From an optimization exercise on the open Yosys and OpenROAD flow, aimed at small area; shortcuts taken in it are not production practice. Function was checked by simulation only, so behaviour that the tests miss may differ from the original. No activity file was given, so power comes from the tool's default toggle rates.

sierra:
// udp_echo_top
module udp_echo_top (
    input  logic                     clk,
    input  logic                     rst,
    input  logic                     i_hdr_valid,
    input  udp_proto_pkg::ip_addr_t  i_src_ip,
    input  udp_proto_pkg::udp_port_t i_src_port,
    input  udp_proto_pkg::udp_port_t i_dst_port,
    input  udp_proto_pkg::udp_len_t  i_length,
    input  logic                     i_pay_valid,
    input  logic [7:0]               i_pay_data,
    input  logic                     i_pay_last,
    input  logic                     i_hdr_ready,
    input  logic                     i_pay_ready,
    output logic                     o_hdr_valid,
    output udp_proto_pkg::ip_addr_t  o_dst_ip,
    output udp_proto_pkg::udp_port_t o_src_port,
    output udp_proto_pkg::udp_port_t o_dst_port,
    output udp_proto_pkg::udp_len_t  o_length,
    output logic                     o_pay_valid,
    output logic [7:0]               o_pay_data,
    output logic                     o_pay_last
);
For scale: roughly 1,500 cells after synthesis, roughly 800 flip-flops, about 190 I/O pins.
clock: 8.0 ns
lec_check: 0
cap_margin: 20
core_margin: 2
core_utilization: 60
cts_buf_list: sky130_fd_sc_hd__clkbuf_8
cts_cluster_diameter: 70
cts_cluster_size: 15
slew_margin: 20
synth_hierarchical: 1
run.sh (not shown) runs the stock make flow with config.mk's settings and CLKGATE_MAP_FILE= SYNTH_SCRIPT=/design/flow/synth_recipe.tcl, a recipe that flattens the netlist after the stock synthesis.
## Diff of input files: onyx against sierra
- removing CTS_CLUSTER_SIZE (formerly 15)
- removing CTS_CLUSTER_DIAMETER (formerly 70)
- removing CTS_BUF_LIST (formerly sky130_fd_sc_hd__clkbuf_8)
==> flow/flow/run.sh (new file) <==
#!/bin/bash
# Standard ORFS layout with two changes: the port buffers are the smallest
# plain buffer (buf_1) and CTS builds larger sink clusters without dummy loads.
set -euo pipefail
cd "$(dirname "$0")/.."
export BUFFER_PORTS_ARGS="-buffer_cell sky130_fd_sc_hd__buf_1"
export CTS_ARGS="-sink_clustering_enable -repair_clock_nets -sink_clustering_size 15 -sink_clustering_max_diameter 70 -buf_list sky130_fd_sc_hd__clkbuf_8 -dont_use_dummy_load"
bash standard.sh > standard_make.log 2>&1
==> flow/standard.sh (new file) <==
#!/bin/bash
# synth_recipe.tcl (not shown) runs the flow's synth.tcl, then flattens the netlist and writes it again
# the make line also repeats each setting of config.mk as NAME=value (left out here)
make -C /OpenROAD-flow-scripts/flow DESIGN_CONFIG=/design/flow/config.mk WORK_HOME=/design/flow/orfs CLKGATE_MAP_FILE= SYNTH_SCRIPT=/design/flow/synth_recipe.tcl "${@:-finish}"
removed: flow/run.sh
Findings:
- In summary, onyx completed successfully, with a layout that passed the timing, design-rule and antenna checks.
- sierra went all the way through the flow, and no timing, DRC or antenna check failed.
- Die area: onyx vs sierra identical
- onyx vs sierra — fmax climbed by a few percent
- Delta (onyx minus sierra): area of the multi-input gates stayed essentially flat; overall power consumption has decreased.
- Comparing sierra and onyx, amount of wire on met2 after detailed routing is higher on onyx.
- Relative to sierra, the non-clock buffer contribution to total cell area of onyx is lower by 3.1 points.
- When the final numbers for sierra and onyx were put side by side, the cell depth of the worst flop-to-flop path turned out to be smaller in onyx.
- Final-layout clock buffer total, sierra and onyx: lower on onyx
- The core of onyx is less densely filled than that of sierra.
- For onyx, the uppermost signal routing layer after detailed routing was met5, unlike sierra, where it was met4.
- ~same net count of the finished layout in sierra and onyx

========
== build 53 ==
udp_echo_top, a different RTL version from the one above (not shown whole).
Size in the first run: ~1600 cells after synthesis, about 0.030 mm^2 of cells after synthesis.
make LEC_CHECK=0 CAP_MARGIN=20 CORE_MARGIN=2 CORE_UTILIZATION=60 CTS_BUF_LIST=sky130_fd_sc_hd__clkbuf_16 CTS_CLUSTER_DIAMETER=100 CTS_CLUSTER_SIZE=32 SLEW_MARGIN=20 finish   # period 8.0 ns
Stock flow here: none of the scripts above is used.
Build 53: no failed stages, no open violations at the end
Relative to build 53, the following input files were edited for build 86:
Settings: CTS_BUF_LIST: sky130_fd_sc_hd__clkbuf_16 -> sky130_fd_sc_hd__clkbuf_8; CTS_CLUSTER_DIAMETER: 100 -> 70; CTS_CLUSTER_SIZE: 32 -> 15.
==> comparison <==
- Build 86 has completed all stages; timing, DRC and antenna checks passed.
- Build 86 vs build 53, synthesis-to-finish area growth went up by 0.28 points.
- Taking build 53 as the reference, in build 86 worst hold slack down 6.8 ps, fraction of power consumed by the clock network +0.7 points, proportion of power drawn by combinational gates has decreased.
- Cmp build 53 and build 86 / worst path setup slack after routing / lower: build 86
[inputs] build 84 vs build 86
Settings: CTS_CLUSTER_DIAMETER changed from 70 to 80; CTS_CLUSTER_SIZE changed from 15 to 18.
Findings:
From build 86 to build 84 the numbers moved as follows: total wire length after detailed routing about even; layout overhead on the synthesized area fell 0.36 points; global-route wire length before repair fell 0.32%; switching share of power about even.
[inputs] build 47 vs build 84
Settings: CTS_BUF_LIST no longer set, was sky130_fd_sc_hd__clkbuf_8; CTS_CLUSTER_DIAMETER no longer set, was 80; CTS_CLUSTER_SIZE no longer set, was 18.
==> flow/flow/run.sh (new file) <==
#!/bin/bash
# Standard ORFS layout with two changes: the port buffers are the smallest
# plain buffer (buf_1) and CTS builds larger sink clusters without dummy loads.
set -euo pipefail
cd "$(dirname "$0")/.."
export BUFFER_PORTS_ARGS="-buffer_cell sky130_fd_sc_hd__buf_1"
export CTS_ARGS="-sink_clustering_enable -repair_clock_nets -sink_clustering_size 15 -sink_clustering_max_diameter 70 -buf_list sky130_fd_sc_hd__clkbuf_8 -dont_use_dummy_load"
bash standard.sh > standard_make.log 2>&1
==> flow/standard.sh (new file) <==
#!/bin/bash
# synth_recipe.tcl (not shown) runs the flow's synth.tcl, then flattens the netlist and writes it again
# the make line also repeats each setting of config.mk as NAME=value (left out here)
make -C /OpenROAD-flow-scripts/flow DESIGN_CONFIG=/design/flow/config.mk WORK_HOME=/design/flow/orfs CLKGATE_MAP_FILE= SYNTH_SCRIPT=/design/flow/synth_recipe.tcl "${@:-finish}"
removed: flow/run.sh
==> results.txt <==
- The run showing the smaller design area is build 47.
- From build 84 to build 47 the numbers moved as follows: maximum achievable frequency stayed essentially flat; setup slack held steady; overall power of the completed layout fell 0.26 mW.
- The clock insertion delay at the later pin of the skew report on build 84 is in line with that on build 47.
- When build 47 is measured against build 84, its CTS buffer count turns out about 18% higher.

-- what the ideal ports hide --
The flow's constraints put no driver on any port. The routed layouts listed below were extracted and timed again, unchanged, in two steps. Step 1: set_driving_cell puts a clkbuf_16 on clk and a buf_2 on each other input, an assumption about the parent block. Step 2 adds t to the input delays and takes it off the output delays; t is the mean of the earliest and latest rising clock arrival at the registers after step 1. Input paths then give back, and output paths get back, about the clock's delay inside the block. Three values: ideal ports, drivers, drivers and shift; two values: the first two.
run	t (ns)	slack for setup (ns)	clock arrival spread, ns
sierra	0.746	1.058 / 1.003 / 1.749	0.043 / 0.043
onyx	0.736	1.233 / 1.173 / 1.909	0.065 / 0.064
build 53	0.673	1.919 / 1.860 / 2.532	0.019 / 0.019
build 86	0.738	1.828 / 1.774 / 2.511	0.042 / 0.041
build 84	0.731	1.819 / 1.764 / 2.495	0.045 / 0.046
build 47	0.728	1.817 / 1.762 / 2.489	0.080 / 0.079
After both steps setup and hold are still met in every run listed.
